This design comes from an exercise in tuning for small area and a short achievable clock period on the open sky130 flow, not from production work.
Only simulation tests tie the RTL to the original design; equivalence was not proved.
Power and IR drop assume default switching activity.

Design dtlb_top, start of the top module:
module dtlb_top (
  input  logic                  clk,
  input  logic                  rst,
  input  logic                  lookup_valid,
  input  logic [4-1:0]   lookup_set,
  input  logic [20-1:0]   lookup_tag,
  input  logic                  wr_valid,
  input  logic                  wr_op,
  input  logic [4-1:0]   wr_set,
  input  logic [20-1:0]   wr_tag,
  input  logic [(18 + 2)-1:0]   wr_pte,
  output logic                  ready,
  output logic                  resp_valid,
  output logic                  resp_hit,
  output logic [2-1:0]   resp_way,
  output logic [(18 + 2)-1:0]   resp_pte
);
Settings: LEC_CHECK=0, CAP_MARGIN=20, CELL_PAD_IN_SITES_DETAIL_PLACEMENT=1, CELL_PAD_IN_SITES_GLOBAL_PLACEMENT=1, CORE_MARGIN=2, CORE_UTILIZATION=45, CTS_BUF_LIST=sky130_fd_sc_hd__clkbuf_8, CTS_CLUSTER_DIAMETER=100, CTS_CLUSTER_SIZE=10, PLACE_DENSITY=0.55, SETUP_SLACK_MARGIN=3.9, SLEW_MARGIN=20; clock period 7.0 ns.
run.sh (not shown) runs the stock make flow with config.mk's settings and CLKGATE_MAP_FILE= SYNTH_SCRIPT=/design/flow/synth_recipe.tcl, a recipe that flattens the netlist after the stock synthesis.
The first run finished with timing, DRC and antenna clean.
Change:
Settings changed: CORE_UTILIZATION 45 to 40, CTS_BUF_LIST sky130_fd_sc_hd__clkbuf_8 to sky130_fd_sc_hd__clkbuf_16, CTS_CLUSTER_DIAMETER 100 to 60, CTS_CLUSTER_SIZE 10 to 20, PLACE_DENSITY 0.55 to 0.5, TNS_END_PERCENT from default to 20.
Synthesized cell count is unchanged.
Sequential cell count stays the same.
Maximum frequency goes down by 5.7%.
Critical path depth goes up by 1.
Wire length goes up by 7.3%.
Via count stays flat.
Core utilization goes down by 3.7 points.
First-iteration DRC count goes up by 1.2%.
Change:
Settings changed: CAP_MARGIN 20 to 10, CTS_BUF_LIST sky130_fd_sc_hd__clkbuf_16 to sky130_fd_sc_hd__clkbuf_8, CTS_CLUSTER_DIAMETER 60 to 100, CTS_CLUSTER_SIZE 20 to 12, SLEW_MARGIN 20 to 10, TNS_END_PERCENT 20 to default.
Utilization falls by 1.7 points.
Design area falls by 3.5%.
Power falls by 16%.
Non-clock buffer count rises by 7.

* * *

## exp/harbor
dtlb_top again, from the RTL that the note above started with.
// dtlb_top
module dtlb_top (
  input  logic                  clk,
  input  logic                  rst,
  input  logic                  lookup_valid,
  input  logic [4-1:0]   lookup_set,
  input  logic [20-1:0]   lookup_tag,
  input  logic                  wr_valid,
  input  logic                  wr_op,
  input  logic [4-1:0]   wr_set,
  input  logic [20-1:0]   wr_tag,
  input  logic [(18 + 2)-1:0]   wr_pte,
  output logic                  ready,
  output logic                  resp_valid,
  output logic                  resp_hit,
  output logic [2-1:0]   resp_way,
  output logic [(18 + 2)-1:0]   resp_pte
);
  localparam int W  = 4;
  localparam int S  = 16;
  localparam int SB = 4;
  localparam int WB = 2;
  localparam int TB = 20;
  localparam int PB = (18 + 2);
  logic          run;
  logic [SB-1:0] init_cnt;
  always_ff @(posedge clk) begin
    if (rst) begin
      run      <= 1'b0;
      init_cnt <= '0;
    end else if (!run) begin
      init_cnt <= init_cnt + 1'b1;
      if (init_cnt == SB'(16 - 1)) begin
        run <= 1'b1;
      end
    end
  end
  assign ready = run;
  logic [S*W-1:0]         vld;
  logic [S*W-1:0][TB-1:0] tag;
  logic [S*W-1:0][PB-1:0] pte;
  logic [S-1:0][5:0]      lru;
  logic          pw_v;
  logic          pw_op;
  logic [SB-1:0] pw_set;
  logic [S-1:0]  pw_fo;
  logic [S-1:0]  pw_io;
  logic [TB-1:0] pw_tag;
  logic [PB-1:0] pw_pte;
  logic [W-1:0]  pw_hit;
  logic [W-1:0]  wr_hit;
  always_ff @(posedge clk) begin
    pw_v   <= wr_valid && run && !rst;
    pw_op  <= wr_op;
    pw_set <= wr_set;
    pw_fo  <= (wr_valid && run && !rst && !wr_op) ? S'(1) << wr_set : '0;
    pw_io  <= (wr_valid && run && !rst &&  wr_op) ? S'(1) << wr_set : '0;
  ...
make LEC_CHECK=0 CAP_MARGIN=20 CELL_PAD_IN_SITES_DETAIL_PLACEMENT=1 CELL_PAD_IN_SITES_GLOBAL_PLACEMENT=1 CORE_MARGIN=2 CORE_UTILIZATION=40 CTS_BUF_LIST=sky130_fd_sc_hd__clkbuf_16 CTS_CLUSTER_DIAMETER=60 CTS_CLUSTER_SIZE=20 PLACE_DENSITY=0.5 SETUP_SLACK_MARGIN=3.9 SLEW_MARGIN=20 finish   # period 7.0 ns
Both conditions hold for exp/harbor: the flow ran to the end and the final layout passed the timing, design-rule and antenna checks.
The inputs of exp/sierra differ from those of exp/harbor as listed below.
diff --git a/flow/config.mk b/flow/config.mk
--- a/flow/config.mk
+++ b/flow/config.mk
@@ -12,5 +12,5 @@
 export CORE_UTILIZATION = 40
-export CTS_BUF_LIST = sky130_fd_sc_hd__clkbuf_16
-export CTS_CLUSTER_DIAMETER = 60
-export CTS_CLUSTER_SIZE = 20
+export CTS_BUF_LIST = sky130_fd_sc_hd__clkbuf_8
+export CTS_CLUSTER_DIAMETER = 100
+export CTS_CLUSTER_SIZE = 12
 export PLACE_DENSITY = 0.5
--- outcome ---
[exp/sierra] data-path buffer share of cell area in the final layout fell 0.95 points relative to exp/harbor. Per the comparison of exp/sierra with exp/harbor, first-iteration DRC count has decreased, routed via count has decreased. met1 track utilization from global routing ends up higher on exp/harbor. exp/harbor → exp/sierra: number of inserted diodes fell by 25%, portion of the clock cycle consumed by the worst path in the final layout saw a decrease. Taking exp/sierra as 1.0, exp/harbor lands at 1.4 on buffer count from post-CTS setup fixing. Comparing the two runs side by side, exp/sierra comes out ahead of exp/harbor on power. In the final reports, the cell area of exp/sierra is smaller than that of exp/harbor. Diff exp/harbor -> exp/sierra: clock transition at the registers of the reported paths flat, register area flat.
> inputs changed (exp/sierra -> exp/nickel)
diff --git a/flow/config.mk b/flow/config.mk
--- a/flow/config.mk
+++ b/flow/config.mk
@@ -13,3 +13,3 @@
 export CTS_BUF_LIST = sky130_fd_sc_hd__clkbuf_8
-export CTS_CLUSTER_DIAMETER = 100
+export CTS_CLUSTER_DIAMETER = 40
 export CTS_CLUSTER_SIZE = 12
## What came out
exp/nickel ends up with a minimum setup slack in the final design that is 0.027 ns higher than in exp/sierra. Against exp/sierra, the final cell area of exp/nickel is higher. The hold slack of exp/nickel falls short of that of exp/sierra by 0.044 ns. Layout overhead on the synthesized area delta for exp/nickel relative to exp/sierra: 5.4 points higher.
For exp/juniper, these inputs were changed with respect to exp/nickel:
diff --git a/flow/config.mk b/flow/config.mk
--- a/flow/config.mk
+++ b/flow/config.mk
@@ -13,4 +13,4 @@
 export CTS_BUF_LIST = sky130_fd_sc_hd__clkbuf_8
-export CTS_CLUSTER_DIAMETER = 40
-export CTS_CLUSTER_SIZE = 12
+export CTS_CLUSTER_DIAMETER = 100
+export CTS_CLUSTER_SIZE = 10
 export PLACE_DENSITY = 0.5
## What came out
exp/juniper vs. exp/nickel: proportion of power drawn by the clock network lower; slack of the critical path higher; count of input and output buffers roughly the same; wire length higher.
exp/juniper: all stages complete, timing, DRC and antenna checks passed

-- re-timing with driven ports --
Ports are ideal in the flow. The routed layouts listed here were re-timed in OpenROAD. Step 1: set_driving_cell puts a clkbuf_16 on clk and a buf_2 on each other input, an assumption about the parent block. Step 2 moves the port delays by t, midway between the first and last clock arrival at a register: inputs arrive t later, outputs are due t later. That takes back most of the time a late clock gives input paths. Three values: ideal, step 1, step 2; two values: the first two.
run | t, ns | slack for setup (ns) | hold slack, ns
the first run of note 1 | 1.196 | 3.630 / 3.471 / 2.274 | 0.461 / 0.461 / 0.461
the second run of note 1 | 1.041 | 3.426 / 3.221 / 2.180 | 0.459 / 0.459 / 0.459
the third run of note 1 | 1.163 | 3.617 / 3.473 / 2.310 | 0.464 / 0.464 / 0.464
exp/harbor | 1.029 | 3.444 / 3.238 / 2.209 | 0.458 / 0.458 / 0.458
exp/sierra | 1.188 | 3.566 / 3.286 / 2.098 | 0.463 / 0.463 / 0.463
exp/nickel | 1.250 | 3.593 / 3.385 / 2.135 | 0.419 / 0.393 / 0.459
exp/juniper | 1.216 | 3.628 / 3.368 / 2.152 | 0.460 / 0.460 / 0.460
After both steps setup and hold are still met in every run listed. For exp/juniper, which loses most, drivers alone change the setup slack by -0.260 ns; drivers and shift together by -1.476 ns.
